This design comes from an exercise in tuning for a short achievable clock period and few clock cycles on the open sky130 flow, not from production work.
In this exercise RTL edits were held to simulation tests only and were not proved equivalent to the original.
Power figures rest on the tool's default switching activity, not on a simulated workload.

<file path="design/flow/design.v">
package isa_pkg;
    localparam int WORD_W   = 64;
    localparam int IMM_W    = 32;
    localparam int SEL_W    = 3;
    localparam int OP_W     = 6;
    localparam int NUM_REGS = 1 << SEL_W;
    localparam int PAD_W = WORD_W - IMM_W - 1 - 3 * SEL_W - OP_W;
    typedef logic [WORD_W-1:0] word_t;
    typedef logic [IMM_W-1:0]  imm_t;
    typedef logic [SEL_W-1:0]  reg_sel_t;
    typedef logic [OP_W-1:0]   opcode_t;
    typedef struct packed {
        imm_t             imm;
        logic [PAD_W-1:0] unused;
        logic             hilo;
        reg_sel_t         dst;
        reg_sel_t         src_b;
        reg_sel_t         src_a;
        opcode_t          op;
    } instr_t;
    typedef enum logic [2:0] {
        FETCH_REQ,
        FETCH_REL,
        EXECUTE,
        STORE_REQ,
        STORE_REL,
        ADVANCE,
        HALTED
    } seq_state_t;
    localparam opcode_t OP_LDI   = 6'd0;
    localparam opcode_t OP_ADD   = 6'd1;
    localparam opcode_t OP_SUB   = 6'd2;
    localparam opcode_t OP_AND   = 6'd3;
    localparam opcode_t OP_OR    = 6'd4;
    localparam opcode_t OP_XOR   = 6'd5;
    localparam opcode_t OP_SHL   = 6'd6;
    localparam opcode_t OP_STORE = 6'd7;
    localparam opcode_t OP_FEQ   = 6'd8;
    localparam opcode_t OP_FLT   = 6'd9;
    localparam opcode_t OP_FAND  = 6'd10;
    localparam opcode_t OP_JMP   = 6'd11;
    localparam opcode_t OP_JF    = 6'd12;
    localparam opcode_t OP_HALT  = 6'd13;
endpackage
package bus_pkg;
    localparam int ADDR_W = 64;
    localparam int DATA_W = 64;
    typedef logic [ADDR_W-1:0] addr_t;
    typedef logic [DATA_W-1:0] data_t;
    typedef struct packed {
        addr_t addr;
        data_t wdata;
        logic  write;
    } mem_req_t;
endpackage
`timescale 1ns/1ps
module reg_bank
(
    input  logic                  clock,
    input  logic                  rst,
    input  isa_pkg::reg_sel_t     sel_a,
    input  isa_pkg::reg_sel_t     sel_b,
    input  logic                  reg_we,
    input  isa_pkg::reg_sel_t     reg_wsel,
    input  isa_pkg::word_t        reg_wdata,
    input  logic                  flag_we,
    input  isa_pkg::reg_sel_t     flag_wsel,
    input  logic                  flag_wdata,
    output isa_pkg::word_t        opnd_a,
    output isa_pkg::word_t        opnd_b,
    output logic                  flag_a,
    output logic                  flag_b
);
    isa_pkg::word_t               regs [0:isa_pkg::NUM_REGS-1];
    logic [isa_pkg::NUM_REGS-1:0] flags;
    always_ff @(posedge clock)
    begin
        if (rst)
        begin
            for (int i = 0; i < isa_pkg::NUM_REGS; i++)
            begin
                regs[i] <= '0;
            end
            flags <= '0;
        end
        else
        begin
            if (reg_we)
            begin
                regs[reg_wsel] <= reg_wdata;
            end
            if (flag_we)
            begin
                flags[flag_wsel] <= flag_wdata;
            end
        end
    end
    assign opnd_a = regs[sel_a];
    assign opnd_b = regs[sel_b];
    assign flag_a = flags[sel_a];
    assign flag_b = flags[sel_b];
endmodule
`timescale 1ns/1ps
module exec_unit
(
    input  logic              clock,
    input  logic              rst,
    input  logic              issue,
    input  isa_pkg::instr_t   fields,
    input  isa_pkg::word_t    opnd_a,
    input  isa_pkg::word_t    opnd_b,
    input  logic              flag_a,
    input  logic              flag_b,
    output logic              reg_we,
    output isa_pkg::reg_sel_t reg_wsel,
    output isa_pkg::word_t    result,
    output logic              flag_we,
    output isa_pkg::reg_sel_t flag_wsel,
    output logic              flag_result
);
    logic              dec_sub;
    logic              v0_reg;
    logic              v0_flag;
    logic              v1_reg;
    logic              v1_flag;
    logic              v2_reg;
    logic              v2_flag;
    logic              c_ldi;
    logic              c_sum;
    logic              c_sub;
    logic              c_and;
    logic              c_or;
    logic              c_shl;
    logic              c_feq;
    logic              c_flt;
    logic              hilo0;
    isa_pkg::reg_sel_t dst0;
    isa_pkg::imm_t     imm0;
    isa_pkg::word_t    a_q;
    isa_pkg::word_t    b_q;
    logic              fand0;
    assign dec_sub = (fields.op == isa_pkg::OP_SUB) || (fields.op == isa_pkg::OP_FLT);
    always_ff @(posedge clock)
    begin
        if (rst)
        begin
            v0_reg  <= 1'b0;
            v0_flag <= 1'b0;
            v1_reg  <= 1'b0;
            v1_flag <= 1'b0;
            v2_reg  <= 1'b0;
            v2_flag <= 1'b0;
        end
        else
        begin
            v0_reg  <= issue && (fields.op <= isa_pkg::OP_SHL);
            v0_flag <= issue && (fields.op == isa_pkg::OP_FEQ || fields.op == isa_pkg::OP_FLT
                                 || fields.op == isa_pkg::OP_FAND);
            v1_reg  <= v0_reg;
            v1_flag <= v0_flag;
            v2_reg  <= v1_reg;
            v2_flag <= v1_flag;
        end
    end
    always_ff @(posedge clock)
    begin
        if (issue)
        begin
            c_ldi <= (fields.op == isa_pkg::OP_LDI);
            c_sum <= (fields.op == isa_pkg::OP_ADD) || (fields.op == isa_pkg::OP_SUB);
            c_sub <= dec_sub;
            c_and <= (fields.op == isa_pkg::OP_AND);
            c_or  <= (fields.op == isa_pkg::OP_OR);
            c_shl <= (fields.op == isa_pkg::OP_SHL);
            c_feq <= (fields.op == isa_pkg::OP_FEQ);
            c_flt <= (fields.op == isa_pkg::OP_FLT);
            hilo0 <= fields.hilo;
            dst0  <= fields.dst;
            imm0  <= fields.imm;
            a_q   <= opnd_a;
            b_q   <= dec_sub ? ~opnd_b : opnd_b;
            fand0 <= flag_a & flag_b;
        end
    end
    logic           c32;
    isa_pkg::word_t sh1;
    logic           c32_d;
    logic [31:0]    lo_unused;
    prefix_add #(.W(32)) u_add_c32 (
        .a    (a_q[31:0]),
        .b    (b_q[31:0]),
        .cin  (c_sub),
        .sum  (lo_unused),
        .cout (c32_d)
    );
    always_ff @(posedge clock)
    begin
        c32 <= c32_d;
        sh1 <= a_q << b_q[2:0];
    end
    logic [31:0]    sum_lo;
    logic [31:0]    sum_hi;
    logic           carry;
    logic           carry_lo;
    isa_pkg::word_t misc;
    isa_pkg::word_t shl;
    prefix_add #(.W(32)) u_add_lo (
        .a    (a_q[31:0]),
        .b    (b_q[31:0]),
        .cin  (c_sub),
        .sum  (sum_lo),
        .cout (carry_lo)
    );
    prefix_add #(.W(32)) u_add_hi (
        .a    (a_q[63:32]),
        .b    (b_q[63:32]),
        .cin  (c32),
        .sum  (sum_hi),
        .cout (carry)
    );
    assign shl             = sh1 << {b_q[5:3], 3'b000};
    always_comb
    begin
        if (c_ldi)
        begin
            misc = hilo0 ? {imm0, a_q[isa_pkg::IMM_W-1:0]} : {32'b0, imm0};
        end
        else if (c_and)
        begin
            misc = a_q & b_q;
        end
        else if (c_or)
        begin
            misc = a_q | b_q;
        end
        else
        begin
            misc = a_q ^ b_q;
        end
    end
    isa_pkg::word_t    res_q;
    logic              fres_q;
    always_ff @(posedge clock)
    begin
        res_q  <= c_sum ? {sum_hi, sum_lo} : c_shl ? shl : misc;
        fres_q <= c_feq ? (a_q == b_q) : c_flt ? ~carry : fand0;
    end
    assign reg_we      = v2_reg;
    assign reg_wsel    = dst0;
    assign result      = res_q;
    assign flag_we     = v2_flag;
    assign flag_wsel   = dst0;
    assign flag_result = fres_q;
endmodule
module prefix_add
#(
    parameter int W = 32
)
(
    input  logic [W-1:0] a,
    input  logic [W-1:0] b,
    input  logic         cin,
    output logic [W-1:0] sum,
    output logic         cout
);
    localparam int L = 5;   
    logic [W-1:0] p;
    logic [W-1:0] t;
    logic [W-1:0] gg [1:L];
    logic [W-1:0] pp [1:L];
    assign p = a ^ b;
    assign t = a | b;
    always_comb
    begin
        gg[1][0] = (a[0] & b[0]) | (t[0] & cin);
        pp[1][0] = p[0];
        for (int i = 1; i < W; i++)
        begin
            gg[1][i] = (a[i] & b[i]) | (((t[i] & a[i-1])) & b[i-1]) | ((t[i] & t[i-1]) & (i == 1 ? cin : 1'b0));
            pp[1][i] = p[i] & p[i-1];
        end
        for (int l = 2; l <= L; l++)
        begin
            for (int i = 0; i < W; i++)
            begin
                if (i >= (1 << (l - 1)))
                begin
                    gg[l][i] = gg[l-1][i] | (pp[l-1][i] & gg[l-1][i - (1 << (l - 1))]);
                    pp[l][i] = pp[l-1][i] & pp[l-1][i - (1 << (l - 1))];
                end
                else
                begin
                    gg[l][i] = gg[l-1][i];
                    pp[l][i] = pp[l-1][i];
                end
            end
        end
    end
    assign sum  = p ^ {gg[L][W-2:0], cin};
    assign cout = gg[L][W-1];
endmodule
`timescale 1ns/1ps
module sequencer
(
    input  logic              clock,
    input  logic              rst,
    input  logic              ack,
    input  isa_pkg::word_t    rdata,
    input  isa_pkg::word_t    opnd_a,
    input  isa_pkg::word_t    opnd_b,
    input  logic              flag_a,
    output logic              req,
    output bus_pkg::mem_req_t mem_req,
    output isa_pkg::instr_t   fields,
    output logic              issue,
    output logic              halted
);
    logic            st_fetch;
    logic            st_cap;
    logic            st_dec;
    logic            st_store;
    logic            st_post;
    logic            req_q;
    logic            halted_q;
    bus_pkg::addr_t  pc_inc;
    bus_pkg::addr_t  addr_q;
    bus_pkg::data_t  wdata_q;
    logic            write_q;
    isa_pkg::instr_t ir;
    logic            is_store;
    logic            taken;
    bus_pkg::addr_t  target;
    logic            ld_store;
    logic            ld_fetch;
    logic            ld_hold;
    assign is_store = (ir.op == isa_pkg::OP_STORE);
    assign taken    = (ir.op == isa_pkg::OP_JMP) || ((ir.op == isa_pkg::OP_JF) && flag_a);
    assign target   = taken ? {32'b0, ir.imm} : pc_inc;
    always_ff @(posedge clock)
    begin
        if (rst)
        begin
            st_fetch <= 1'b1;
            st_cap   <= 1'b0;
            st_dec   <= 1'b0;
            st_store <= 1'b0;
            st_post  <= 1'b0;
            req_q    <= 1'b0;
            halted_q <= 1'b0;
        end
        else
        begin
            if (st_fetch)
            begin
                if (req_q && ack)
                begin
                    req_q    <= 1'b0;
                    st_fetch <= 1'b0;
                    if (rdata[isa_pkg::OP_W-1:0] == isa_pkg::OP_HALT)
                    begin
                        halted_q <= 1'b1;
                    end
                    else
                    begin
                        st_cap <= 1'b1;
                    end
                end
                else if (!ack)
                begin
                    req_q <= 1'b1;
                end
            end
            if (st_cap)
            begin
                st_cap <= 1'b0;
                st_dec <= 1'b1;
            end
            if (st_dec)
            begin
                st_dec <= 1'b0;
                req_q  <= !ack;
                if (is_store)
                begin
                    st_store <= 1'b1;
                end
                else
                begin
                    st_fetch <= 1'b1;
                end
            end
            if (st_store)
            begin
                if (req_q && ack)
                begin
                    req_q    <= 1'b0;
                    st_store <= 1'b0;
                    st_post  <= 1'b1;
                end
                else if (!ack)
                begin
                    req_q <= 1'b1;
                end
            end
            if (st_post)
            begin
                st_post  <= 1'b0;
                st_fetch <= 1'b1;
            end
        end
    end
    assign ld_store = st_dec && is_store;
    assign ld_fetch = st_dec && !is_store;
    assign ld_hold  = !st_dec && !st_post;
    always_ff @(posedge clock)
    begin
        addr_q  <= {64{!rst}} & (({64{ld_store}} & opnd_b) | ({64{ld_fetch}} & target)
                                 | ({64{st_post}} & pc_inc) | ({64{ld_hold}} & addr_q));
        write_q <= !rst && (ld_store || (ld_hold && write_q));
        wdata_q <= ({64{ld_store}} & opnd_a) | ({64{!st_dec}} & wdata_q);
    end
    always_ff @(posedge clock)
    begin
        if (st_cap)
        begin
            ir     <= isa_pkg::instr_t'(rdata);
            pc_inc <= addr_q + bus_pkg::addr_t'(1);
        end
    end
    assign req           = req_q;
    assign mem_req.addr  = addr_q;
    assign mem_req.wdata = wdata_q;
    assign mem_req.write = write_q;
    assign fields        = ir;
    assign issue         = st_dec;
    assign halted        = halted_q;
endmodule
`timescale 1ns/1ps
module cpu_top
(
    input  logic     clock,
    input  logic     rst,
    input  logic     ack,
    input  isa_pkg::word_t    rdata,
    output logic     req,
    output bus_pkg::mem_req_t mem_req,
    output logic     halted
);
    isa_pkg::instr_t   fields;
    isa_pkg::word_t    opnd_a;
    isa_pkg::word_t    opnd_b;
    logic              flag_a;
    logic              flag_b;
    logic              issue;
    logic              reg_we;
    isa_pkg::reg_sel_t reg_wsel;
    isa_pkg::word_t    result;
    logic              flag_we;
    isa_pkg::reg_sel_t flag_wsel;
    logic              flag_result;
    sequencer u_sequencer (
        .clock   (clock),
        .rst     (rst),
        .ack     (ack),
        .rdata   (rdata),
        .opnd_a  (opnd_a),
        .opnd_b  (opnd_b),
        .flag_a  (flag_a),
        .req     (req),
        .mem_req (mem_req),
        .fields  (fields),
        .issue   (issue),
        .halted  (halted)
    );
    reg_bank u_reg_bank (
        .clock      (clock),
        .rst        (rst),
        .sel_a      (fields.src_a),
        .sel_b      (fields.src_b),
        .reg_we     (reg_we),
        .reg_wsel   (reg_wsel),
        .reg_wdata  (result),
        .flag_we    (flag_we),
        .flag_wsel  (flag_wsel),
        .flag_wdata (flag_result),
        .opnd_a     (opnd_a),
        .opnd_b     (opnd_b),
        .flag_a     (flag_a),
        .flag_b     (flag_b)
    );
    exec_unit u_exec_unit (
        .clock       (clock),
        .rst         (rst),
        .issue       (issue),
        .fields      (fields),
        .opnd_a      (opnd_a),
        .opnd_b      (opnd_b),
        .flag_a      (flag_a),
        .flag_b      (flag_b),
        .reg_we      (reg_we),
        .reg_wsel    (reg_wsel),
        .result      (result),
        .flag_we     (flag_we),
        .flag_wsel   (flag_wsel),
        .flag_result (flag_result)
    );
endmodule
</file>
<file path="design/flow/run.sh">
#!/bin/bash
# synth_recipe.tcl (not shown) runs the flow's synth.tcl, then flattens the netlist and writes it again
# the make line also repeats each setting of config.mk as NAME=value (left out here)
make -C /OpenROAD-flow-scripts/flow DESIGN_CONFIG=/design/flow/config.mk WORK_HOME=/design/flow/orfs CLKGATE_MAP_FILE= SYNTH_SCRIPT=/design/flow/synth_recipe.tcl finish
</file>
<file path="design/flow/config.mk">
export PLATFORM = sky130hd
export DESIGN_NAME = cpu_top
export DESIGN_NICKNAME = cpu_top
export VERILOG_FILES = /design/flow/design.v
export SDC_FILE = /design/flow/constraint.sdc
export NUM_CORES = 4
export LEC_CHECK = 0
export ABC_CLOCK_PERIOD_IN_PS = 2000
export CAP_MARGIN = 20
export CORE_MARGIN = 2
export CORE_UTILIZATION = 60
export PLACE_DENSITY = 0.7
export SETUP_SLACK_MARGIN = 5
export SLEW_MARGIN = 20
</file>
<file path="design/flow/constraint.sdc">
create_clock -name core_clock -period 7.5 [get_ports {clock}]
set_input_delay 1.5000 -clock core_clock [delete_from_list [all_inputs] [get_ports {clock}]]
set_output_delay 1.5000 -clock core_clock [all_outputs]
set_load 0.01 [all_outputs]
</file>
==> flow_metrics.tcl, run 1 <==
set metrics [dict create \
    finalSetupTns_ns 0 \
    pwr-share-comb_pct 6.7 \
    nets 5148 \
    clock-root-buffer "clkbuf_16" \
    numClockSinks 1083 \
    min_period_ns 2.965 \
    num_rows 113 \
    synth_ff_type "edfxtp_1" \
    instances_no_fill 6314 \
    fin_crit_sh_pct 39.53 \
    min_path_type "reg -> reg" \
    avgRoutedWirePerCell_um 32.85 \
    grt_max_degree 163 \
    pwr-share-seq_pct 50.3 \
    drv_cap 0 \
    portBuffers 181 \
    setup_violations 0 \
    cp-end-kind "flop" \
    finalWeightedCongestion 1.041 \
    grt_pass1_wl_mm 288.6 \
    netlist_area_mm2 0.05721 \
    cts_tree "done" \
    synth_edf_count 797 \
    hold_violations 0 \
    post_synth.cell_area_avg_um2 12.51 \
    top_register "u_reg_bank.regs" \
    clk_pin_slew_ns 0.07 \
    ant_nets 0 \
    critPathMaxFanout 3 \
    synthToLayoutAreaGrowth_pct 22.60 \
    synthMuxAreaShare_pct 18.17 \
    clockPowerShare_pct 43.0 \
    cts_hold_buf 0 \
    die_y_um 312.8 \
    cp_cell_sequence "inv_2, ha_4, nor2b_4, a311oi_4, a2111oi_4, buf_4, o311ai_4, nand2_2, a41oi_2, xor2_1, o21ai_2" \
    switching_share_pct 22.87 \
    startpoint_type "flop" \
    hold-worst-slack_ns 0.4207 \
    core_area_mm2 0.09473 \
    start_util_pct 60.40 \
    leakage_nw 26.44 \
    grt-ovfl-total 0 \
    critPathKind "reg -> reg" \
    peakVddDrop_v 0.0002203 \
    die_w_um 312.8 \
    syn_nets 4774 \
    synth_top_family_by_area "multiplexers" \
    finalPower_mw 13.25 \
    p_int_mw 10.22 \
    placed_cells 5767 \
    p_switching_mw 3.030 \
    ys_seq_elements 1083 \
    yosys.cell_types.count 91 \
    fmax_ghz 0.3373 \
    cp_slowest_cell "o311ai_4" \
    synth_simple_gate_area_share_pct 11.52 \
    drt_iter0_drc 6664 \
    ys_seq_area_share_pct 51.84 \
    cts_max_path_buffers 3 \
    wl_mm 207.4 \
    p_per_area_mw_per_mm2 188.8 \
    synthCells 4572 \
    die_area_mm2 0.09784 \
    async_flop_share_pct 0 \
    synthAdderAreaFrac_pct 2.979 \
    drc_errors 0 \
    grt_antenna_before_repair 13 \
    dp_hpwl_mm 123.6 \
    worstPathArrival_ns 3.59 \
    max_stage_delay_ns 0.45 \
    fillCellCount 6200 \
    insertion_delay_ns 0.75 \
    report.final.slew_viol_count 0 \
    fin_util_pct 74.05 \
    grt_setup_unrepaired "yes" \
    grt_use_total_pct 41.09 \
    synth-compound-area-share_pct 9.139 \
    largest_reg_flops 512 \
    finalClockSkew_ns 0.03387 \
    worst_slew_pin_slew_ns 1.188 \
    slew_headroom_pct 20.77 \
    synth_xor_area_share_pct 2.755 \
    cts_made_buffers 109 \
    htreeDepth 3 \
    ys_warn_count 6 \
    drive_gt1_share_pct 32.40 \
    dr.pass1.iters 9 \
    grt_pass1_vias 41477 \
    vias 43607 \
    detail_route.vias_per_cell 6.906 \
    critPathRequiredTime_ns 8.13 \
    ios 198 \
    status "timing/DRC/antenna clean" \
]
==> power groups by stage <==
stage | Sequential (mW) | Clock, mW | Combinational [mW]
floorplan | 6.75 | 0 | 0.474
global placement | 6.79 | 0 | 0.722
detailed placement | 6.80 | 0 | 0.728
CTS | 6.65 | 5.72 | 0.836
global route | 6.66 | 5.96 | 0.915
finish | 6.66 | 5.70 | 0.889
==> placed cells by master (no fill, tap or decap), drive strengths merged, types with 67 or more instances in the layout <==
master and instances:
nand2 267, and2 527, edfxtp 797, inv 205, ha 133, mux2i 141
mux2 144, a22o 67, clkbuf 159, a21oi 162, nor2 237, a211oi 99
buf 510, dfxtp 286, xor2 69, mux4 327, o21ai 207, xnor2 111
==> path summary, 6_finish.rpt <==
kind         slack, ns           startpoint                     to  depth (start not counted)
max               4.54  u_exec_unit.a_q[33]  u_exec_unit.res_q[59]                         11
min reg2reg       0.42   u_sequencer.ir[14]    u_exec_unit.dst0[2]                          0
min               0.42   u_sequencer.ir[14]    u_exec_unit.dst0[2]                          0
max reg2reg       4.54  u_exec_unit.a_q[33]  u_exec_unit.res_q[59]                         11
==> cell usage after synthesis (all sizes together) (46+ instances only) <==
cell	number	share of area, %
xnor2	111	1.7
dfxtp	286	10
ha	133	2.9
a22o	67	1.0
o21ai	207	1.8
a31oi	46	0.50
a21oi	162	1.4
mux2	144	2.8
clkbuf	249	1.6
nor2	237	1.6
a211oi	99	1.3
inv	206	1.4
buf	79	0.60
edfxtp	797	42
and2	527	5.8
nand2	267	1.8
xor2	69	1.1
mux2i	141	2.5
mux4	327	13
==> through the flow <==
stage | cell area (µm²) | worst slack, ns
2_1_floorplan | 57820 | 4.465
3_3_place_gp | 60380 | 3.149
3_5_place_dp | 60380 | 3.124
4_1_cts | 68520 | 4.665
5_1_grt | 70130 | 4.527
6_report | 70150 | 4.535
==> per-layer routing <==
layer	track usage (%)	wire length, µm	share of wire (%)
met1	56.61	75500	36
met2	59.82	89900	43
met3	11.06	28070	14
met4	22.29	13840	6.7
met5	0	88	0.042
==> cell type report <==
class / instances / area [µm²] / share of cell area [%]
Timing Repair Buffer: 584 / 6523 / 9.298
Sequential cell: 1083 / 29990 / 42.76
Clock inverter: 58 / 671.9 / 0.9579
Inverter: 207 / 810.8 / 1.156
Multi-Input combinational cell: 2961 / 27490 / 39.20
Antenna cell: 6 / 15.01 / 0.02140
Tap cell: 1265 / 1583 / 2.256
Clock buffer: 150 / 3058 / 4.359
==> what timing repair did <==
item	CTS	global route
endpoints found under the setup margin	1288	788
gates cloned	25	9
buffers inserted	207	92
pin swaps	80	92
resized for setup	1214	148
==> critical path, delay by kind of cell, from the launching register on <==
family / cells / cell delay (ns)
AOI/OAI and AO/OA: 5 / 1.51
xor gates and xnor gates: 1 / 0.11
adders and majority gates: 1 / 0.21
buffers and inverters: 2 / 0.28
DFF: 1 / 0.43
and+or+nand+nor: 2 / 0.30
==> logic make-up after synthesis <==
family	count (synthesis)
AOI/OAI and AO/OA	787
xor gates and xnor gates	180
adders and majority gates	135
buffers and inverters	535
DFF	1083
muxes	612
and+or+nand+nor	1240
Testbench counts, summed over its fixed seeds: cycles 122,077.
==> inputs of run 2 (changes only) <==
--- a/design/flow/config.mk
+++ b/design/flow/config.mk
@@ -9,6 +9,8 @@
 export CAP_MARGIN = 20
 export CORE_MARGIN = 2
 export CORE_UTILIZATION = 60
+export CTS_CLUSTER_DIAMETER = 60
+export CTS_CLUSTER_SIZE = 20
 export PLACE_DENSITY = 0.7
 export SETUP_SLACK_MARGIN = 5
 export SLEW_MARGIN = 20
==> flow_metrics.tcl, run 2 <==
set metrics [dict create \
    fillCellCount 6299 \
    leakage_nw 26.17 \
    finalPower_mw 12.65 \
    avgRoutedWirePerCell_um 32.77 \
    core_area_mm2 0.09473 \
    ys_seq_area_share_pct 51.84 \
    synth_edf_count 797 \
    status "timing/DRC/antenna clean" \
    synth_most_common_cell "edfxtp_1" \
    synth_common_cells "edfxtp_1, and2_1, mux4_2" \
    final_cell_area_mm2 0.06956 \
    drt_iter0_drc 6450 \
    yosysTopAreaCell "edfxtp_1" \
    yosys.cell_types.count 91 \
    portBuffers 181 \
    worst_slew_pin_slew_ns 1.157 \
    ios 198 \
    path_buf_inv 2 \
    grt_use_total_pct 40.97 \
    grt-ovfl-total 0 \
    peakVddDrop_v 0.0002187 \
    min_period_ns 2.939 \
    fin_util_pct 73.43 \
    finalClockSkew_ns 0.03279 \
    p_per_area_mw_per_mm2 181.8 \
    critPathRequiredTime_ns 8.09 \
    final_cell_mix "edfxtp_1, and2_1, mux4_2" \
    synthTopCellsByArea "edfxtp_1, mux4_2, dfxtp_1" \
    clock-root-buffer "clkbuf_16" \
    clk_pin_slew_ns 0.08 \
    detail_route.vias_per_cell 6.955 \
    place_worst_setup_slack_ns 3.124 \
    wl_mm 205.8 \
    ys_seq_elements 1083 \
    ant_nets 0 \
    num_rows 113 \
    drive_gt1_share_pct 32.68 \
    synthToLayoutAreaGrowth_pct 21.58 \
    slew_headroom_pct 22.89 \
    grt_antenna_before_repair 13 \
    die_area_mm2 0.09784 \
    report.final.slew_viol_count 0 \
    netlist_area_mm2 0.05721 \
    setup_violations 0 \
    grt_pass1_wl_mm 288.3 \
    placed_cells 5767 \
    top_register "u_reg_bank.regs" \
    synth.top_cell.area_share_pct 41.83 \
    drc_errors 0 \
    synthCells 4572 \
    syn_nets 4774 \
    nets 5137 \
    cts_max_path_buffers 3 \
    insertion_delay_ns 0.73 \
    min_path_type "reg -> reg" \
    finalWeightedCongestion 1.041 \
    final_common_cell "edfxtp_1" \
    critPathKind "reg -> reg" \
    timing.final.ws_setup_ns 4.561 \
    fin_crit_sh_pct 39.18 \
    async_flop_share_pct 0 \
    cp_slowest_cell "edfxtp_1" \
    numClockSinks 1083 \
    placed_area_mm2 0.06038 \
    cp_cell_sequence "inv_2, ha_4, nor2b_4, a311oi_4, a2111oi_4, buf_4, o311ai_4, nand2_2, a41oi_2, xor2_1, o21ai_2" \
    drv_cap 0 \
    ys_warn_count 6 \
    max_stage_delay_ns 0.45 \
    worstPathArrival_ns 3.53 \
    finalSetupTns_ns 0 \
    instances_no_fill 6281 \
    fmax_ghz 0.3403 \
    die_y_um 312.8 \
    hold-worst-slack_ns 0.4185 \
    startpoint_type "flop" \
    cts_made_buffers 90 \
    grt_setup_unrepaired "yes" \
    largest_reg_flops 512 \
    die_w_um 312.8 \
    htreeDepth 3 \
    cpLargestDelayFamily "compound AO/OA/AOI/OAI gates" \
    dp_hpwl_mm 123.6 \
    post_synth.cell_area_avg_um2 12.51 \
    cts_tree "done" \
    dr.pass1.iters 6 \
    grt_max_degree 163 \
    hold_violations 0 \
    synth_ff_type "edfxtp_1" \
    critPathMaxFanout 3 \
    cts_hold_buf 0 \
    grt_pass1_vias 41133 \
    start_util_pct 60.40 \
    vias 43686 \
    cp-end-kind "flop" \
]
[run 2: cell counts after synthesis]
No cell type changed its count.
[run 2: area by class of cell]
class,instances,area [µm²],share of cell area (%)
repair buffers,592,6589,9.472
well taps,1265,1583,2.275
flip-flops and latches,1083,29990,43.12
clock buffers,97,2310,3.321
diodes,3,7.507,0.01079
inverters,207,808.3,1.162
clock inverters,73,874.6,1.257
multi-input cells,2961,27400,39.38
[run 2: what timing repair did]
item                        CTS  global route
gates cloned                 28             6
pin swaps                    86            96
resized for setup          1236           125
setup buffers               212            95
setup endpoints to repair  1290           620
[run 2: power by group]
| part | switching, mW | internal, mW |
|---|---|---|
| combinational | 0.488 | 0.397 |
| sequential | 0.119 | 6.53 |
| clock | 2.57 | 2.54 |
| total | 3.18 | 9.47 |
[run 2: path summary, 6_finish.rpt]
check / start / to / slack [ns] / cells after the start
worst max-delay path: u_exec_unit.b_q[33] / u_exec_unit.res_q[59] / 4.56 / 11
worst min-delay path: u_sequencer.ir[14] / u_exec_unit.dst0[2] / 0.42 / 0
worst max register to register: u_exec_unit.b_q[33] / u_exec_unit.res_q[59] / 4.56 / 11
worst min register to register: u_sequencer.ir[14] / u_exec_unit.dst0[2] / 0.42 / 0
[run 2: kinds of logic after synthesis]
kind of cell | count (synthesis) | synth area share [%]
AO/OA/AOI/OAI | 787 | 9.139
flip-flops | 1083 | 51.84
XOR/XNOR | 180 | 2.755
adder cells (fa/ha/maj) | 135 | 2.979
buffers and inverters | 535 | 3.593
AND/OR/NAND/NOR | 1240 | 11.52
multiplexers | 612 | 18.17
[run 2: worst register-to-register path, cell delays in order, from the launching register on]
cell	delay (ns)
edfxtp_1	0.45
inv_2	0.10
ha_4	0.20
nor2b_4	0.14
a311oi_4	0.37
a2111oi_4	0.11
buf_4	0.18
o311ai_4	0.42
nand2_2	0.15
a41oi_2	0.24
xor2_1	0.11
o21ai_2	0.34
[run 2: routing by layer]
layer | up-vias | GRT usage (%) | wire length, µm
li1 | 17877 | - | -
met3 | 633 | 10.79 | 26890
met2 | 3230 | 61.13 | 90860
met5 | - | 0 | 101
met4 | 12 | 19.56 | 12570
met1 | 21934 | 56.37 | 75400
==> inputs of run 3 (changes only) <==
--- a/design/flow/design.v
+++ b/design/flow/design.v
@@ -72,22 +72,20 @@
     output logic                  flag_b
 );
     isa_pkg::word_t               regs [0:isa_pkg::NUM_REGS-1];
+    logic [isa_pkg::NUM_REGS-1:0] valid;
     logic [isa_pkg::NUM_REGS-1:0] flags;
     always_ff @(posedge clock)
     begin
         if (rst)
         begin
-            for (int i = 0; i < isa_pkg::NUM_REGS; i++)
-            begin
-                regs[i] <= '0;
-            end
+            valid <= '0;
             flags <= '0;
         end
         else
         begin
             if (reg_we)
             begin
-                regs[reg_wsel] <= reg_wdata;
+                valid[reg_wsel] <= 1'b1;
             end
             if (flag_we)
             begin
@@ -95,8 +93,15 @@
             end
         end
     end
-    assign opnd_a = regs[sel_a];
-    assign opnd_b = regs[sel_b];
+    always_ff @(posedge clock)
+    begin
+        if (reg_we)
+        begin
+            regs[reg_wsel] <= reg_wdata;
+        end
+    end
+    assign opnd_a = valid[sel_a] ? regs[sel_a] : '0;
+    assign opnd_b = valid[sel_b] ? regs[sel_b] : '0;
     assign flag_a = flags[sel_a];
     assign flag_b = flags[sel_b];
 endmodule
@@ -182,43 +187,53 @@
             fand0 <= flag_a & flag_b;
         end
     end
+    logic [31:0]    lo_d;
+    logic           c32_d;
+    logic [31:0]    hi0_d;
+    logic           co0_d;
+    logic [31:0]    sum_lo;
     logic           c32;
+    logic [31:0]    hi0;
+    logic           co0;
     isa_pkg::word_t sh1;
-    logic           c32_d;
-    logic [31:0]    lo_unused;
-    prefix_add #(.W(32)) u_add_c32 (
+    prefix_add #(.W(32)) u_add_lo (
         .a    (a_q[31:0]),
         .b    (b_q[31:0]),
         .cin  (c_sub),
-        .sum  (lo_unused),
+        .sum  (lo_d),
         .cout (c32_d)
     );
+    prefix_add #(.W(32)) u_add_hi (
+        .a    (a_q[63:32]),
+        .b    (b_q[63:32]),
+        .cin  (1'b0),
+        .sum  (hi0_d),
+        .cout (co0_d)
+    );
     always_ff @(posedge clock)
     begin
-        c32 <= c32_d;
-        sh1 <= a_q << b_q[2:0];
+        sum_lo <= lo_d;
+        c32    <= c32_d;
+        hi0    <= hi0_d;
+        co0    <= co0_d;
+        sh1    <= a_q << b_q[2:0];
     end
-    logic [31:0]    sum_lo;
+    logic [31:0]    run;
     logic [31:0]    sum_hi;
     logic           carry;
-    logic           carry_lo;
     isa_pkg::word_t misc;
     isa_pkg::word_t shl;
-    prefix_add #(.W(32)) u_add_lo (
-        .a    (a_q[31:0]),
-        .b    (b_q[31:0]),
-        .cin  (c_sub),
-        .sum  (sum_lo),
-        .cout (carry_lo)
-    );
-    prefix_add #(.W(32)) u_add_hi (
-        .a    (a_q[63:32]),
-        .b    (b_q[63:32]),
-        .cin  (c32),
-        .sum  (sum_hi),
-        .cout (carry)
-    );
-    assign shl             = sh1 << {b_q[5:3], 3'b000};
+    always_comb
+    begin
+        run[0] = c32;
+        for (int i = 1; i < 32; i++)
+        begin
+            run[i] = c32 & (&(hi0 & ((32'd1 << i) - 32'd1) | ~((32'd1 << i) - 32'd1)));
+        end
+    end
+    assign sum_hi = hi0 ^ run;
+    assign carry  = co0 | (c32 & (&hi0));
+    assign shl    = sh1 << {b_q[5:3], 3'b000};
     always_comb
     begin
         if (c_ldi)
@@ -324,6 +339,7 @@
     logic            halted_q;
     bus_pkg::addr_t  pc_inc;
     bus_pkg::addr_t  addr_q;
+    bus_pkg::addr_t  pc_q;
     bus_pkg::data_t  wdata_q;
     logic            write_q;
     isa_pkg::instr_t ir;
@@ -415,6 +431,8 @@
     begin
         addr_q  <= {64{!rst}} & (({64{ld_store}} & opnd_b) | ({64{ld_fetch}} & target)
                                  | ({64{st_post}} & pc_inc) | ({64{ld_hold}} & addr_q));
+        pc_q    <= {64{!rst}} & (({64{ld_fetch}} & target) | ({64{st_post}} & pc_inc)
+                                 | ({64{!ld_fetch && !st_post}} & pc_q));
         write_q <= !rst && (ld_store || (ld_hold && write_q));
         wdata_q <= ({64{ld_store}} & opnd_a) | ({64{!st_dec}} & wdata_q);
     end
@@ -423,7 +441,7 @@
         if (st_cap)
         begin
             ir     <= isa_pkg::instr_t'(rdata);
-            pc_inc <= addr_q + bus_pkg::addr_t'(1);
+            pc_inc <= pc_q + bus_pkg::addr_t'(1);
         end
     end
     assign req           = req_q;
--- a/design/flow/config.mk
+++ b/design/flow/config.mk
@@ -8,9 +8,9 @@
 export ABC_CLOCK_PERIOD_IN_PS = 2000
 export CAP_MARGIN = 20
 export CORE_MARGIN = 2
-export CORE_UTILIZATION = 60
+export CORE_UTILIZATION = 72
 export CTS_CLUSTER_DIAMETER = 60
 export CTS_CLUSTER_SIZE = 20
-export PLACE_DENSITY = 0.7
+export PLACE_DENSITY = 0.8
 export SETUP_SLACK_MARGIN = 5
 export SLEW_MARGIN = 20
==> flow_metrics.tcl, run 3 <==
set metrics [dict create \
    synthCells 4556 \
    cp.depth 6 \
    dr.pass1.iters 14 \
    cts_made_buffers 82 \
    cp_slowest_cell "nor4_4" \
    dp_hpwl_mm 121.9 \
    critPathKind "reg -> reg" \
    placed_cells 5549 \
    reg2reg_from "u_sequencer.pc_q[25]" \
    drv_cap 0 \
    leakage_nw 24.62 \
    ys_seq_area_share_pct 55.82 \
    peakVddDrop_v 0.0002983 \
    status "timing/DRC/antenna clean" \
    syn_nets 4758 \
    reg2reg_to "u_sequencer.pc_inc[34]" \
    synthToLayoutAreaGrowth_pct 18.80 \
    hold-worst-slack_ns 0.4282 \
    min_path_type "reg -> reg" \
    top_register "u_reg_bank.regs" \
    report.final.slew_viol_count 0 \
    fmax_ghz 0.3282 \
    place_worst_setup_slack_ns 3.593 \
    grt_pass1_vias 42579 \
    yosys.cell_types.count 86 \
    cp_cell_sequence "and3_1, and3_1, nand3_4, nor4_4, nand3_1, xnor2_1" \
    min_period_ns 3.047 \
    hold_violations 0 \
    instances_no_fill 5997 \
    max_stage_delay_ns 0.94 \
    drt_iter0_drc 8366 \
    timing.final.ws_setup_ns 4.453 \
    worstPathArrival_ns 3.47 \
    critPathMaxFanout 5 \
    avgRoutedWirePerCell_um 35.97 \
    grt_antenna_before_repair 20 \
    p_per_area_mw_per_mm2 183.0 \
    start_util_pct 72.42 \
    wl_mm 215.7 \
    htreeDepth 3 \
    final_cell_area_mm2 0.06896 \
    yosysTopAreaCell "edfxtp_1" \
    clock-root-buffer "clkbuf_16" \
    die_y_um 287.9 \
    detail_route.vias_per_cell 7.686 \
    grt_setup_unrepaired "yes" \
    vias 46091 \
    cts_max_path_buffers 3 \
    startpoint_type "flop" \
    slew_headroom_pct 21.88 \
    grt_max_degree 126 \
    nets 5062 \
    ys_seq_elements 1220 \
    finalClockSkew_ns 0.03475 \
    grt-ovfl-total 0 \
    cpLargestDelayFamily "simple AND/OR/NAND/NOR gates" \
    placed_area_mm2 0.06088 \
    synth_common_cells "edfxtp_1, dfxtp_1, nand2_1" \
    numClockSinks 1220 \
    reg2reg_depth 6 \
    grt_use_total_pct 48.18 \
    cp_common_cell "and3_1" \
    largest_reg_flops 512 \
    synth.top_cell.area_share_pct 41.23 \
    netlist_area_mm2 0.05805 \
    insertion_delay_ns 0.69 \
    rrSetupSlack_ns 4.45 \
    finalWeightedCongestion 1.042 \
    portBuffers 181 \
    core_area_mm2 0.08016 \
    clk_pin_slew_ns 0.09 \
    final_common_cell "edfxtp_1" \
    drive_gt1_share_pct 28.88 \
    worstSetupEndpoint "u_sequencer.pc_inc[34]" \
    setup_violations 0 \
    synthTopCellsByArea "edfxtp_1, dfxtp_1, mux4_2" \
    finalSetupTns_ns 0 \
    async_flop_share_pct 0 \
    synth_ff_type "edfxtp_1" \
    cts_tree "done" \
    drc_errors 0 \
    ys_warn_count 6 \
    ant_nets 0 \
    path_buf_inv 0 \
    final_cell_mix "edfxtp_1, nand2_1, mux4_2" \
    synth_most_common_cell "edfxtp_1" \
    die_w_um 287.9 \
    worst_slew_pin_slew_ns 1.160 \
    fin_crit_sh_pct 40.62 \
    critPathRequiredTime_ns 7.93 \
    synth_edf_count 797 \
    die_area_mm2 0.08291 \
    cp-end-kind "flop" \
    crit_start "u_sequencer.pc_q[25]" \
    num_rows 104 \
    grt_pass1_wl_mm 286.5 \
    post_synth.cell_area_avg_um2 12.74 \
    ios 198 \
]
run 3: cell types whose count changed in the layout (fill, tap and decap cells not counted), sizes merged, moves of 70 or more:
cell | before | now
nand2b | 7 | 77
dfxtp | 286 | 423
nand2 | 267 | 345
mux2 | 144 | 27
nor2 | 237 | 336
a21oi | 162 | 286
and2 | 527 | 22
run 3: kinds of logic after synthesis:
| family | count (synthesis) | share of synthesized area (%) |
|---|---|---|
| compound gates | 946 | 10.68 |
| xor+xnor | 215 | 3.244 |
| fa+ha+maj | 135 | 2.923 |
| buf+inv | 531 | 3.582 |
| flops | 1220 | 55.82 |
| mux | 522 | 16.01 |
| simple gates | 987 | 7.742 |
run 3: cell type report:
cell class              count  area [µm²]
flip-flops and latches   1220       32650
multi-input cells        2812       25460
fillers                  3589       11200
repair buffers            527        5913
clock buffers             121        2305
well taps                1060        1326
inverters                 215       863.3
clock inverters            31       396.6
diodes                      9       22.52
repair inverters            2       17.52
run 3: layer usage:
metal / global-route usage [%] / share of wire [%] / vias to the layer above
met5: 0 / 0.16 / -
met4: 27.11 / 8.3 / 28
met3: 17.31 / 17 / 1250
met2: 70.80 / 43 / 4791
met1: 62.66 / 32 / 22178
li1: - / - / 17844
run 3: report_power, final:
group	total [mW]	leakage [nW]	switching, mW	internal [mW]
Sequential	7.24	10.8	0.0928	7.15
Clock	4.81	1.31	2.51	2.30
Combinational	0.572	12.6	0.311	0.260
Total	12.6	24.6	2.92	9.70
run 3: how the worst min path moves through the flow:
stage | depth (start not counted) | startpoint | endpoint
CTS | 0 | u_sequencer.ir[12] | u_exec_unit.dst0[0]
global placement | 0 | u_sequencer.ir[12] | u_exec_unit.dst0[0]
detailed placement | 0 | u_sequencer.ir[12] | u_exec_unit.dst0[0]
finish | 0 | u_sequencer.ir[12] | u_exec_unit.dst0[0]
floorplan | 0 | u_sequencer.ir[12] | u_exec_unit.dst0[0]
global route | 0 | u_sequencer.ir[12] | u_exec_unit.dst0[0]
run 3: what timing repair did:
| item | 4_1_cts | 5_1_grt |
|---|---|---|
| hold endpoints to repair | 0 | 0 |
| endpoints found under the setup margin | 875 | 744 |
| gates resized for setup | 1115 | 206 |
| pin swaps | 103 | 95 |
| gates cloned | 24 | 5 |
| buffers inserted | 159 | 99 |
| hold buffers | 0 | 0 |
run 3: per-stage QoR:
stage	power [mW]	util, %
2_1_floorplan	7.683	-
3_3_place_gp	7.828	75.95
3_5_place_dp	7.842	75.95
4_1_cts	12.45	83.91
5_1_grt	12.81	86.00
6_report	12.62	86.03
Testbench counts of run 3, summed over its fixed seeds: cycles 122,077.
==> inputs of run 4 (changes only) <==
--- a/design/flow/config.mk
+++ b/design/flow/config.mk
@@ -8,9 +8,9 @@
 export ABC_CLOCK_PERIOD_IN_PS = 2000
 export CAP_MARGIN = 20
 export CORE_MARGIN = 2
-export CORE_UTILIZATION = 72
+export CORE_UTILIZATION = 60
 export CTS_CLUSTER_DIAMETER = 60
 export CTS_CLUSTER_SIZE = 20
-export PLACE_DENSITY = 0.8
+export PLACE_DENSITY = 0.7
 export SETUP_SLACK_MARGIN = 5
 export SLEW_MARGIN = 20
==> flow_metrics.tcl, run 4 <==
set metrics [dict create \
    avgRoutedWirePerCell_um 31.00 \
    placed_area_mm2 0.06114 \
    ios 198 \
    die_y_um 315.0 \
    post_synth.cell_area_avg_um2 12.74 \
    ant_nets 0 \
    ys_seq_elements 1220 \
    nets 5054 \
    grt_use_total_pct 37.53 \
    fillCellCount 6361 \
    p_per_area_mw_per_mm2 189.4 \
    rrSetupSlack_ns 4.72 \
    grt_pass1_vias 39749 \
    drc_errors 0 \
    grt_setup_unrepaired "yes" \
    drt_iter0_drc 5838 \
    synth_top_family_by_area "multiplexers" \
    insertion_delay_ns 0.73 \
    startpoint_type "flop" \
    report.final.slew_viol_count 0 \
    wl_mm 192.7 \
    status "timing/DRC/antenna clean" \
    finalClockSkew_ns 0.03566 \
    synth_xor_area_share_pct 3.244 \
    synth_ff_type "edfxtp_1" \
    die_w_um 315.0 \
    grt_antenna_before_repair 13 \
    final_cell_mix "edfxtp_1, nand2_1, mux4_2" \
    die_area_mm2 0.09925 \
    dr.pass1.iters 8 \
    drive_gt1_share_pct 29.67 \
    ys_seq_area_share_pct 55.82 \
    cts_made_buffers 94 \
    cp-end-kind "flop" \
    drv_cap 0 \
    leakage_nw 24.74 \
    reg2reg_depth 10 \
    clock-root-buffer "clkbuf_16" \
    synth-compound-area-share_pct 10.68 \
    final_common_cell "edfxtp_1" \
    netlist_area_mm2 0.05805 \
    reg2reg_from "u_exec_unit.b_q[4]" \
    portBuffers 181 \
    placed_cells 5758 \
    detail_route.vias_per_cell 6.739 \
    critPathRequiredTime_ns 8.17 \
    peakVddDrop_v 0.0002019 \
    hold_violations 0 \
    core_area_mm2 0.09628 \
    synth.top_cell.area_share_pct 41.23 \
    grt_max_degree 102 \
    synthMuxAreaShare_pct 16.01 \
    slew_headroom_pct 25.60 \
    reg2reg_to "u_exec_unit.sum_lo[30]" \
    htreeDepth 3 \
    synth_simple_gate_area_share_pct 7.742 \
    cts_tree "done" \
    syn_nets 4758 \
    vias 41897 \
    synth_edf_count 797 \
    numClockSinks 1220 \
    worst_slew_pin_slew_ns 1.116 \
    synthToLayoutAreaGrowth_pct 20.11 \
    synth_most_common_cell "edfxtp_1" \
    synthCells 4556 \
    setup_violations 0 \
    async_flop_share_pct 0 \
    yosys.cell_types.count 86 \
    worstPathArrival_ns 3.45 \
    finalPower_mw 13.20 \
    yosysTopAreaCell "edfxtp_1" \
    fmax_ghz 0.3591 \
    min_period_ns 2.784 \
    finalWeightedCongestion 1.034 \
    instances_no_fill 6217 \
    finalSetupTns_ns 0 \
    critPathMaxFanout 5 \
    min_path_type "reg -> reg" \
    critPathKind "reg -> reg" \
    dp_hpwl_mm 121.5 \
    synthAdderAreaFrac_pct 2.923 \
    top_register "u_reg_bank.regs" \
    num_rows 114 \
    cts_hold_buf 0 \
    whs_path_depth 0 \
    final_cell_area_mm2 0.06972 \
    largest_reg_flops 512 \
    start_util_pct 60.29 \
    hold_start "u_sequencer.ir[14]" \
    clk_pin_slew_ns 0.09 \
    holdPathEnd "u_exec_unit.dst0[2]" \
    grt-ovfl-total 0 \
    synth_common_cells "edfxtp_1, dfxtp_1, nand2_1" \
    cts_max_path_buffers 3 \
    fin_crit_sh_pct 37.13 \
    ys_warn_count 6 \
    grt_pass1_wl_mm 268.4 \
    synthTopCellsByArea "edfxtp_1, dfxtp_1, mux4_2" \
]
## run 4: cell count changes in the layout (fill, tap and decap cells not counted), moves of 16 or more
cell,before,now
a22oi_1,40,17
a22oi_2,61,84
clkbuf_1,34,11
nor2_1,309,291
nor2_2,15,33
a21oi_2,35,19
## run 4: how the worst max path moves through the flow
stage | slack, ns | endpoint | start
6_report | 4.72 | u_exec_unit.sum_lo[30] | u_exec_unit.b_q[4]
2_1_floorplan | 4.69 | u_exec_unit.sum_lo[31] | u_exec_unit.b_q[2]
3_5_place_dp | 3.49 | u_exec_unit.sum_lo[28] | u_exec_unit.b_q[3]
3_3_place_gp | 3.48 | u_exec_unit.sum_lo[28] | u_exec_unit.b_q[3]
5_1_grt | 4.68 | u_exec_unit.sum_lo[28] | u_exec_unit.a_q[7]
4_1_cts | 4.74 | mem_req[10] | u_sequencer.wdata_q[9]
## run 4: through the flow
| step | hold slack, ns | utilization [%] | worst slack (ns) |
|---|---|---|---|
| floorplan | 0.4003 | - | 4.687 |
| global placement | 0.4028 | 63.42 | 3.479 |
| detailed placement | 0.4045 | 63.50 | 3.489 |
| CTS | 0.4223 | 70.85 | 4.739 |
| global route | 0.4310 | 72.40 | 4.679 |
| finish | 0.4225 | 72.42 | 4.716 |
## run 4: timing repair
item,4_1_cts,5_1_grt
setup buffers,161,80
pin swaps,120,119
setup endpoints to repair,818,563
gates cloned,26,6
resized for setup,1110,173
## run 4: power by group
group	internal, mW	total, mW	switching, mW
combinational	0.263	0.549	0.286
sequential	7.15	7.23	0.0851
clock	2.71	5.42	2.71
## run 4: critical path, stage by stage, from the launching register on
cell and delay, ns:
edfxtp_1 0.49, clkinvlp_4 0.22, ha_4 0.39, o311a_1 0.18, o41a_1 0.31, o21ai_4 0.11, o31ai_4 0.34, a31oi_4 0.18
buf_4 0.19, o31ai_4 0.17, xor2_1 0.15
## run 4: area by class of cell
type / count / area, µm² / area share (%)
repair inverters: 2 / 17.52 / 0.02512
clock inverters: 69 / 865.8 / 1.242
flip-flops and latches: 1220 / 32640 / 46.81
diodes: 7 / 17.52 / 0.02512
repair buffers: 508 / 5687 / 8.156
multi-input cells: 2811 / 25550 / 36.64
clock buffers: 109 / 2482 / 3.560
inverters: 215 / 872.1 / 1.251
well taps: 1276 / 1597 / 2.290
## run 4: cell families after synthesis
family / count (synthesis)
xor gates and xnor gates: 215
AOI/OAI and AO/OA: 946
adders and majority gates: 135
muxes: 522
buffers and inverters: 531
DFF: 1220
and+or+nand+nor: 987
## run 4: layer usage
metal | track usage [%] | routed length, µm | vias up
met1 | 50.70 | 72300 | 21112
met2 | 56.70 | 87250 | 2440
met5 | 0 | 45 | -
met3 | 6.361 | 18320 | 503
met4 | 24.33 | 14780 | 6
li1 | - | - | 17836
==> inputs of run 5 (changes only) <==
--- a/design/flow/design.v
+++ b/design/flow/design.v
@@ -116,6 +116,8 @@
     input  isa_pkg::word_t    opnd_b,
     input  logic              flag_a,
     input  logic              flag_b,
+    output isa_pkg::word_t    a_q,
+    output isa_pkg::word_t    b_q,
     output logic              reg_we,
     output isa_pkg::reg_sel_t reg_wsel,
     output isa_pkg::word_t    result,
@@ -141,8 +143,6 @@
     logic              hilo0;
     isa_pkg::reg_sel_t dst0;
     isa_pkg::imm_t     imm0;
-    isa_pkg::word_t    a_q;
-    isa_pkg::word_t    b_q;
     logic              fand0;
     assign dec_sub = (fields.op == isa_pkg::OP_SUB) || (fields.op == isa_pkg::OP_FLT);
     always_ff @(posedge clock)
@@ -187,53 +187,50 @@
             fand0 <= flag_a & flag_b;
         end
     end
-    logic [31:0]    lo_d;
-    logic           c32_d;
-    logic [31:0]    hi0_d;
-    logic           co0_d;
-    logic [31:0]    sum_lo;
-    logic           c32;
-    logic [31:0]    hi0;
-    logic           co0;
+    logic [63:0]    blk_d;
+    logic [3:0]     gen_d;
+    logic [63:0]    blk;
+    logic [3:0]     gen;
     isa_pkg::word_t sh1;
-    prefix_add #(.W(32)) u_add_lo (
-        .a    (a_q[31:0]),
-        .b    (b_q[31:0]),
-        .cin  (c_sub),
-        .sum  (lo_d),
-        .cout (c32_d)
-    );
-    prefix_add #(.W(32)) u_add_hi (
-        .a    (a_q[63:32]),
-        .b    (b_q[63:32]),
-        .cin  (1'b0),
-        .sum  (hi0_d),
-        .cout (co0_d)
-    );
+    for (genvar k = 0; k < 4; k++)
+    begin : g_blk
+        prefix_add #(.W(16)) u_add (
+            .a    (a_q[16*k +: 16]),
+            .b    (b_q[16*k +: 16]),
+            .cin  (k == 0 ? c_sub : 1'b0),
+            .sum  (blk_d[16*k +: 16]),
+            .cout (gen_d[k])
+        );
+    end
     always_ff @(posedge clock)
     begin
-        sum_lo <= lo_d;
-        c32    <= c32_d;
-        hi0    <= hi0_d;
-        co0    <= co0_d;
-        sh1    <= a_q << b_q[2:0];
+        blk <= blk_d;
+        gen <= gen_d;
+        sh1 <= a_q << b_q[2:0];
     end
-    logic [31:0]    run;
-    logic [31:0]    sum_hi;
+    logic [4:0]     cin;
+    isa_pkg::word_t sum;
     logic           carry;
     isa_pkg::word_t misc;
     isa_pkg::word_t shl;
     always_comb
     begin
-        run[0] = c32;
-        for (int i = 1; i < 32; i++)
+        cin[0] = 1'b0;
+        for (int k = 1; k <= 4; k++)
+        begin
+            cin[k] = gen[k-1] | (cin[k-1] & (&blk[16*(k-1) +: 16]));
+        end
+        for (int k = 0; k < 4; k++)
         begin
-            run[i] = c32 & (&(hi0 & ((32'd1 << i) - 32'd1) | ~((32'd1 << i) - 32'd1)));
+            for (int i = 0; i < 16; i++)
+            begin
+                sum[16*k+i] = blk[16*k+i]
+                              ^ (cin[k] & (&(blk[16*k +: 16] | ~((16'd1 << i) - 16'd1))));
+            end
         end
     end
-    assign sum_hi = hi0 ^ run;
-    assign carry  = co0 | (c32 & (&hi0));
-    assign shl    = sh1 << {b_q[5:3], 3'b000};
+    assign carry = cin[4];
+    assign shl   = sh1 << {b_q[5:3], 3'b000};
     always_comb
     begin
         if (c_ldi)
@@ -253,11 +250,11 @@
             misc = a_q ^ b_q;
         end
     end
-    isa_pkg::word_t    res_q;
-    logic              fres_q;
+    isa_pkg::word_t res_q;
+    logic           fres_q;
     always_ff @(posedge clock)
     begin
-        res_q  <= c_sum ? {sum_hi, sum_lo} : c_shl ? shl : misc;
+        res_q  <= c_sum ? sum : c_shl ? shl : misc;
         fres_q <= c_feq ? (a_q == b_q) : c_flt ? ~carry : fand0;
     end
     assign reg_we      = v2_reg;
@@ -269,7 +266,7 @@
 endmodule
 module prefix_add
 #(
-    parameter int W = 32
+    parameter int W = 16
 )
 (
     input  logic [W-1:0] a,
@@ -278,7 +275,7 @@
     output logic [W-1:0] sum,
     output logic         cout
 );
-    localparam int L = 5;   
+    localparam int L = 4;   
     logic [W-1:0] p;
     logic [W-1:0] t;
     logic [W-1:0] gg [1:L];
@@ -321,12 +318,11 @@
     input  logic              rst,
     input  logic              ack,
     input  isa_pkg::word_t    rdata,
-    input  isa_pkg::word_t    opnd_a,
-    input  isa_pkg::word_t    opnd_b,
+    input  isa_pkg::word_t    a_q,
+    input  isa_pkg::word_t    b_q,
     input  logic              flag_a,
     output logic              req,
     output bus_pkg::mem_req_t mem_req,
-    output isa_pkg::instr_t   fields,
     output logic              issue,
     output logic              halted
 );
@@ -343,6 +339,7 @@
     bus_pkg::data_t  wdata_q;
     logic            write_q;
     isa_pkg::instr_t ir;
+    logic            fa_q;
     logic            is_store;
     logic            taken;
     bus_pkg::addr_t  target;
@@ -350,7 +347,7 @@
     logic            ld_fetch;
     logic            ld_hold;
     assign is_store = (ir.op == isa_pkg::OP_STORE);
-    assign taken    = (ir.op == isa_pkg::OP_JMP) || ((ir.op == isa_pkg::OP_JF) && flag_a);
+    assign taken    = (ir.op == isa_pkg::OP_JMP) || ((ir.op == isa_pkg::OP_JF) && fa_q);
     assign target   = taken ? {32'b0, ir.imm} : pc_inc;
     always_ff @(posedge clock)
     begin
@@ -429,18 +426,19 @@
     assign ld_hold  = !st_dec && !st_post;
     always_ff @(posedge clock)
     begin
-        addr_q  <= {64{!rst}} & (({64{ld_store}} & opnd_b) | ({64{ld_fetch}} & target)
+        addr_q  <= {64{!rst}} & (({64{ld_store}} & b_q) | ({64{ld_fetch}} & target)
                                  | ({64{st_post}} & pc_inc) | ({64{ld_hold}} & addr_q));
         pc_q    <= {64{!rst}} & (({64{ld_fetch}} & target) | ({64{st_post}} & pc_inc)
                                  | ({64{!ld_fetch && !st_post}} & pc_q));
         write_q <= !rst && (ld_store || (ld_hold && write_q));
-        wdata_q <= ({64{ld_store}} & opnd_a) | ({64{!st_dec}} & wdata_q);
+        wdata_q <= ({64{ld_store}} & a_q) | ({64{!st_dec}} & wdata_q);
     end
     always_ff @(posedge clock)
     begin
         if (st_cap)
         begin
             ir     <= isa_pkg::instr_t'(rdata);
+            fa_q   <= flag_a;
             pc_inc <= pc_q + bus_pkg::addr_t'(1);
         end
     end
@@ -448,8 +446,7 @@
     assign mem_req.addr  = addr_q;
     assign mem_req.wdata = wdata_q;
     assign mem_req.write = write_q;
-    assign fields        = ir;
-    assign issue         = st_dec;
+    assign issue         = st_cap;
     assign halted        = halted_q;
 endmodule
 `timescale 1ns/1ps
@@ -469,23 +466,25 @@
     logic              flag_a;
     logic              flag_b;
     logic              issue;
+    isa_pkg::word_t    a_q;
+    isa_pkg::word_t    b_q;
     logic              reg_we;
     isa_pkg::reg_sel_t reg_wsel;
     isa_pkg::word_t    result;
     logic              flag_we;
     isa_pkg::reg_sel_t flag_wsel;
     logic              flag_result;
+    assign fields = isa_pkg::instr_t'(rdata);
     sequencer u_sequencer (
         .clock   (clock),
         .rst     (rst),
         .ack     (ack),
         .rdata   (rdata),
-        .opnd_a  (opnd_a),
-        .opnd_b  (opnd_b),
+        .a_q     (a_q),
+        .b_q     (b_q),
         .flag_a  (flag_a),
         .req     (req),
         .mem_req (mem_req),
-        .fields  (fields),
         .issue   (issue),
         .halted  (halted)
     );
@@ -514,6 +513,8 @@
         .opnd_b      (opnd_b),
         .flag_a      (flag_a),
         .flag_b      (flag_b),
+        .a_q         (a_q),
+        .b_q         (b_q),
         .reg_we      (reg_we),
         .reg_wsel    (reg_wsel),
         .result      (result),
==> flow_metrics.tcl, run 5 <==
set metrics [dict create \
    status "timing/DRC/antenna clean" \
    hold_violations 0 \
    post_synth.cell_area_avg_um2 12.83 \
    top_register "u_reg_bank.regs" \
    cp_cell_sequence "inv_1, ha_2, nor4_4, nand2_2, nor4_4, nand3_2, nor4_4, a21oi_1, o21ai_0" \
    cp_slowest_cell "edfxtp_1" \
    min_path_type "reg -> reg" \
    ios 198 \
    cp-end-kind "flop" \
    die_y_um 310.7 \
    seq_area_mm2 0.03130 \
    start_util_pct 60.49 \
    grtUsageMet1_pct 54.98 \
    insertion_delay_ns 0.72 \
    startpoint_type "flop" \
    async_flop_share_pct 0 \
    vias 42281 \
    core_area_mm2 0.09333 \
    peakVddDrop_v 0.0002525 \
    synthTopCellsByArea "edfxtp_1, dfxtp_1, mux4_2" \
    drv_cap 0 \
    grt_pass1_vias 39419 \
    synth_ff_type "edfxtp_1" \
    instances_no_fill 6090 \
    grt_busiest_layer "met2" \
    num_rows 112 \
    finalClockSkew_ns 0.03482 \
    grt_antenna_before_repair 19 \
    yosys.cell_types.count 74 \
    synth_common_cells "edfxtp_1, dfxtp_1, nand2_1" \
    synth_most_common_cell "edfxtp_1" \
    ant_nets 0 \
    placed_cells 5602 \
    synth_edf_count 756 \
    hold-worst-slack_ns 0.4432 \
    grt_setup_unrepaired "yes" \
    htreeDepth 3 \
    critPathMaxFanout 5 \
    fillCellCount 6113 \
    portBuffers 181 \
    nets 4944 \
    ys_seq_area_share_pct 55.07 \
    fin_crit_sh_pct 37.25 \
    min_period_ns 2.794 \
    cts_hold_buf 0 \
    finalSetupTns_ns 0 \
    cts_made_buffers 92 \
    drt_iter0_drc 7515 \
    ys_seq_elements 1175 \
    yosysTopAreaCell "edfxtp_1" \
    clk_pin_slew_ns 0.08 \
    grt_max_degree 133 \
    p_per_area_mw_per_mm2 195.3 \
    drive_gt1_share_pct 29.23 \
    finalPower_mw 13.36 \
    largest_reg_flops 512 \
    wl_mm 198.5 \
    critPathKind "reg -> reg" \
    detail_route.vias_per_cell 6.943 \
    final_cell_mix "edfxtp_1, nand2_1, mux4_2" \
    report.final.slew_viol_count 0 \
    critPathRequiredTime_ns 8.12 \
    grt_pass1_wl_mm 277.1 \
    synthToLayoutAreaGrowth_pct 21.20 \
    synth.top_cell.area_share_pct 40.21 \
    grt.met3_usage_pct 10.24 \
    fin_util_pct 73.31 \
    leakage_nw 25.29 \
    die_w_um 310.7 \
    numClockSinks 1175 \
    synthCells 4401 \
    syn_nets 4605 \
    ys_warn_count 6 \
    worstPathArrival_ns 3.41 \
    die_area_mm2 0.09656 \
    multiInputGateArea_mm2 0.02492 \
    met2_usage_pct 59.39 \
    setup_violations 0 \
    clock-root-buffer "clkbuf_16" \
    cts_tree "done" \
    dp_hpwl_mm 116.2 \
    netlist_area_mm2 0.05645 \
    final_common_cell "edfxtp_1" \
    finalWeightedCongestion 1.021 \
    grt-ovfl-total 0 \
    worst_slew_pin_slew_ns 1.071 \
    dr.pass1.iters 9 \
    cp_common_cell "nor4_4" \
    grt_use_total_pct 39.76 \
    drc_errors 0 \
    slew_headroom_pct 28.62 \
    max_stage_delay_ns 0.54 \
    avgRoutedWirePerCell_um 32.59 \
    cts_max_path_buffers 3 \
    fmax_ghz 0.3579 \
]
[run 5: final timing paths]
kind / start / to / slack, ns / cells past startpoint
worst max-delay path: u_exec_unit.a_q[44] / u_exec_unit.fres_q / 4.71 / 9
worst min-delay path: u_exec_unit.v1_flag / u_exec_unit.v2_flag / 0.44 / 1
worst max register to register: u_exec_unit.a_q[44] / u_exec_unit.fres_q / 4.71 / 9
worst min register to register: u_exec_unit.v1_flag / u_exec_unit.v2_flag / 0.44 / 1
[run 5: layout make-up]
| cell class | count | area share [%] |
|---|---|---|
| inverter | 206 | 1.198 |
| clock inverter | 62 | 1.139 |
| tap | 1254 | 2.293 |
| multi-input combinational | 2721 | 36.42 |
| timing repair inverter | 1 | 0.02377 |
| sequential | 1175 | 45.75 |
| antenna | 16 | 0.05852 |
| clock buffer | 112 | 3.657 |
| timing repair buffer | 543 | 9.460 |
[run 5: worst max-delay path: cells and delay by family (launching register included)]
kind	cells	cell delay [ns]
DFF	1	0.54
buffers and inverters	1	0.16
and+or+nand+nor	5	1.49
adders and majority gates	1	0.33
AOI/OAI and AO/OA	2	0.17
[run 5: repair_timing]
| item | 4_1_cts | 5_1_grt |
|---|---|---|
| pin swaps | 49 | 61 |
| gates resized for setup | 1052 | 143 |
| setup endpoints to repair | 795 | 486 |
| gates cloned | 40 | 8 |
| buffers inserted | 171 | 79 |
| endpoints found under the hold margin | 0 | 0 |
[run 5: cell families after synthesis]
logic type | count (synthesis) | share of synthesized area [%]
flops | 1175 | 55.07
simple gates | 966 | 7.533
xor+xnor | 216 | 3.351
fa+ha+maj | 137 | 3.050
compound gates | 811 | 9.621
buf+inv | 508 | 3.411
mux | 588 | 17.96
[run 5: routing by layer]
metal / vias to the layer above / share of wire, %
li1: 17442 / -
met1: 21181 / 37
met5: - / 0.046
met2: 3027 / 44
met4: 14 / 5.5
met3: 617 / 13
[run 5: where the power goes]
| part | internal (mW) | leakage [nW] | total [mW] | switching [mW] |
|---|---|---|---|---|
| clock | 2.72 | 1.60 | 5.34 | 2.61 |
| combinational | 0.420 | 13.3 | 0.920 | 0.499 |
| sequential | 6.96 | 10.4 | 7.11 | 0.144 |
[run 5: per-stage QoR]
step / cell area, µm² / setup slack, ns
finish: 68420 / 4.706
global route: 68380 / 4.739
CTS: 67020 / 4.777
detailed placement: 59840 / 2.985
global placement: 59840 / 2.994
floorplan: 57490 / 4.240
Testbench counts of run 5, summed over its fixed seeds: cycles 122,077.
==> inputs of run 6 (changes only) <==
--- a/design/flow/config.mk
+++ b/design/flow/config.mk
@@ -9,8 +9,8 @@
 export CAP_MARGIN = 20
 export CORE_MARGIN = 2
 export CORE_UTILIZATION = 60
-export CTS_CLUSTER_DIAMETER = 60
-export CTS_CLUSTER_SIZE = 20
+export CTS_CLUSTER_DIAMETER = 70
+export CTS_CLUSTER_SIZE = 24
 export PLACE_DENSITY = 0.7
 export SETUP_SLACK_MARGIN = 5
 export SLEW_MARGIN = 20
==> flow_metrics.tcl, run 6 <==
set metrics [dict create \
    synth_top_family_by_area "multiplexers" \
    ant_nets 0 \
    p_per_area_mw_per_mm2 182.5 \
    cts_max_path_buffers 3 \
    critPathKind "reg -> reg" \
    cts_hold_buf 0 \
    startpoint_type "flop" \
    synth_simple_gate_area_share_pct 7.533 \
    synthAdderAreaFrac_pct 3.050 \
    cp_slowest_cell "nand4_1" \
    worstPathArrival_ns 3.40 \
    status "timing/DRC/antenna clean" \
    die_y_um 310.7 \
    p_int_mw 9.368 \
    clock-root-buffer "clkbuf_16" \
    largest_reg_flops 512 \
    drv_cap 0 \
    cp-end-kind "flop" \
    htreeDepth 3 \
    worst_slew_pin_slew_ns 1.039 \
    synthToLayoutAreaGrowth_pct 20.22 \
    clockPowerShare_pct 35.1 \
    top_register "u_reg_bank.regs" \
    wl_mm 198.0 \
    cpLargestDelayFamily "simple AND/OR/NAND/NOR gates" \
    final_common_cell "edfxtp_1" \
    ys_seq_elements 1175 \
    fin_crit_sh_pct 37.06 \
    synth_ff_type "edfxtp_1" \
    finalSetupTns_ns 0 \
    critPathMaxFanout 6 \
    synth.top_cell.area_share_pct 40.21 \
    finalWeightedCongestion 1.021 \
    detail_route.vias_per_cell 6.926 \
    synth-compound-area-share_pct 9.621 \
    drc_errors 0 \
    grt_max_degree 133 \
    synth_most_common_cell "edfxtp_1" \
    hold_start "u_exec_unit.v0_flag" \
    hold_violations 0 \
    whs_path_depth 1 \
    netlist_area_mm2 0.05645 \
    max_stage_delay_ns 0.50 \
    start_util_pct 60.49 \
    clk_pin_slew_ns 0.09 \
    cts_tree "done" \
    leakage_nw 24.96 \
    die_area_mm2 0.09656 \
    insertion_delay_ns 0.70 \
    peakVddDrop_v 0.0002136 \
    pwr-share-seq_pct 57.4 \
    num_rows 112 \
    final_cell_mix "edfxtp_1, nand2_1, mux4_2" \
    grt_pass1_vias 39321 \
    critPathRequiredTime_ns 8.12 \
    pwr-share-comb_pct 7.6 \
    post_synth.cell_area_avg_um2 12.83 \
    syn_nets 4605 \
    cp_common_cell "nor4_4" \
    cts_made_buffers 70 \
    grt-ovfl-total 0 \
    vias 41949 \
    synthTopCellsByArea "edfxtp_1, dfxtp_1, mux4_2" \
    setup_violations 0 \
    portBuffers 181 \
    numClockSinks 1175 \
    finalClockSkew_ns 0.02964 \
    reg2reg_to "u_exec_unit.fres_q" \
    grt_use_total_pct 39.72 \
    avgRoutedWirePerCell_um 32.68 \
    min_path_type "reg -> reg" \
]
## run 6: cell counts after synthesis
No cell type changed its count.
## run 6: layout make-up
class	count	area, µm²
Antenna cell	13	32.53
Clock buffer	92	1918
Clock inverter	37	475.5
Fill cell	6200	25460
Inverter	206	822.0
Multi-Input combinational cell	2721	25030
Sequential cell	1175	31300
Tap cell	1254	1569
Timing Repair Buffer	558	6706
Timing Repair inverter	1	16.27
## run 6: cells by family (layout without fill, tap and decap cells)
kind of cell,count (synthesis),in the layout
adders and majority gates,137,137
AOI/OAI and AO/OA,811,812
xor gates and xnor gates,216,216
and+or+nand+nor,966,968
muxes,588,588
other,0,13
DFF,1175,1175
buffers and inverters,508,894
## run 6: per-stage QoR
stage / hold slack (ns) / instances / utilization (%) / power, mW / setup slack (ns)
CTS: 0.4453 / 5954 / 71.22 / 12.33 / 4.775
global placement: 0.4173 / 5602 / 64.12 / 7.975 / 2.994
detailed placement: 0.4223 / 5602 / 64.12 / 7.984 / 2.985
global route: 0.4662 / 6045 / 72.69 / 12.67 / 4.765
floorplan: 0.4056 / 4401 / - / 7.738 / 4.240
finish: 0.4447 / 6057 / 72.72 / 12.39 / 4.721
## run 6: metal layers
| metal | up-vias | share of wire, % | GRT usage [%] |
|---|---|---|---|
| li1 | 17378 | - | - |
| met1 | 21205 | 37 | 54.39 |
| met2 | 2786 | 45 | 59.83 |
| met3 | 576 | 13 | 10.38 |
| met4 | 4 | 5.5 | 18.46 |
| met5 | - | 0.012 | 0 |
## run 6: worst max-delay path by stage
stage | start | to | slack, ns | cells after the start
after floorplan | rdata[9] | u_exec_unit.b_q[21] | 4.24 | 6
after global placement | rdata[6] | u_exec_unit.a_q[22] | 2.99 | 6
after detailed placement | rdata[6] | u_exec_unit.a_q[55] | 2.98 | 6
after CTS | u_sequencer.wdata_q[47] | mem_req[48] | 4.78 | 1
after global routing | u_exec_unit.a_q[45] | u_exec_unit.fres_q | 4.77 | 9
final | u_exec_unit.b_q[3] | u_exec_unit.fres_q | 4.72 | 7
## run 6: what timing repair did
item,CTS,global route
setup endpoints to repair,802,497
buffers inserted,180,80
pin swaps,72,52
gates cloned,43,10
resized for setup,1102,138
## run 6: power groups by stage
stage | Clock, mW | Combinational, mW | Sequential (mW)
finish | 4.34 | 0.937 | 7.11
global placement | 0 | 0.730 | 7.24
floorplan | 0 | 0.546 | 7.19
detailed placement | 0 | 0.736 | 7.25
global route | 4.58 | 0.976 | 7.11
CTS | 4.36 | 0.872 | 7.10

[re-timing with driven ports]
The flow's constraints put no driver on any port. The routed layouts listed below were extracted and timed again, unchanged, in two steps. Step 1 assumes that a clkbuf_16 drives the clock port and a buf_2 every other input. Step 2 also shifts input and output timing later by t, the mid clock arrival at the registers, as if the neighbouring blocks saw the same clock. Three values: no drivers, after step 1, after step 2; two values: the first two.
run	t, ns	setup WS [ns]
run 1	0.809	4.535 / 4.535 / 4.009
run 2	0.787	4.561 / 4.561 / 4.196
run 3	0.744	4.453 / 4.453 / 4.268
run 4	0.782	4.716 / 4.694 / 4.407
run 5	0.782	4.706 / 4.537 / 3.755
run 6	0.763	4.721 / 4.521 / 3.758
After both steps every run listed still meets setup and hold.
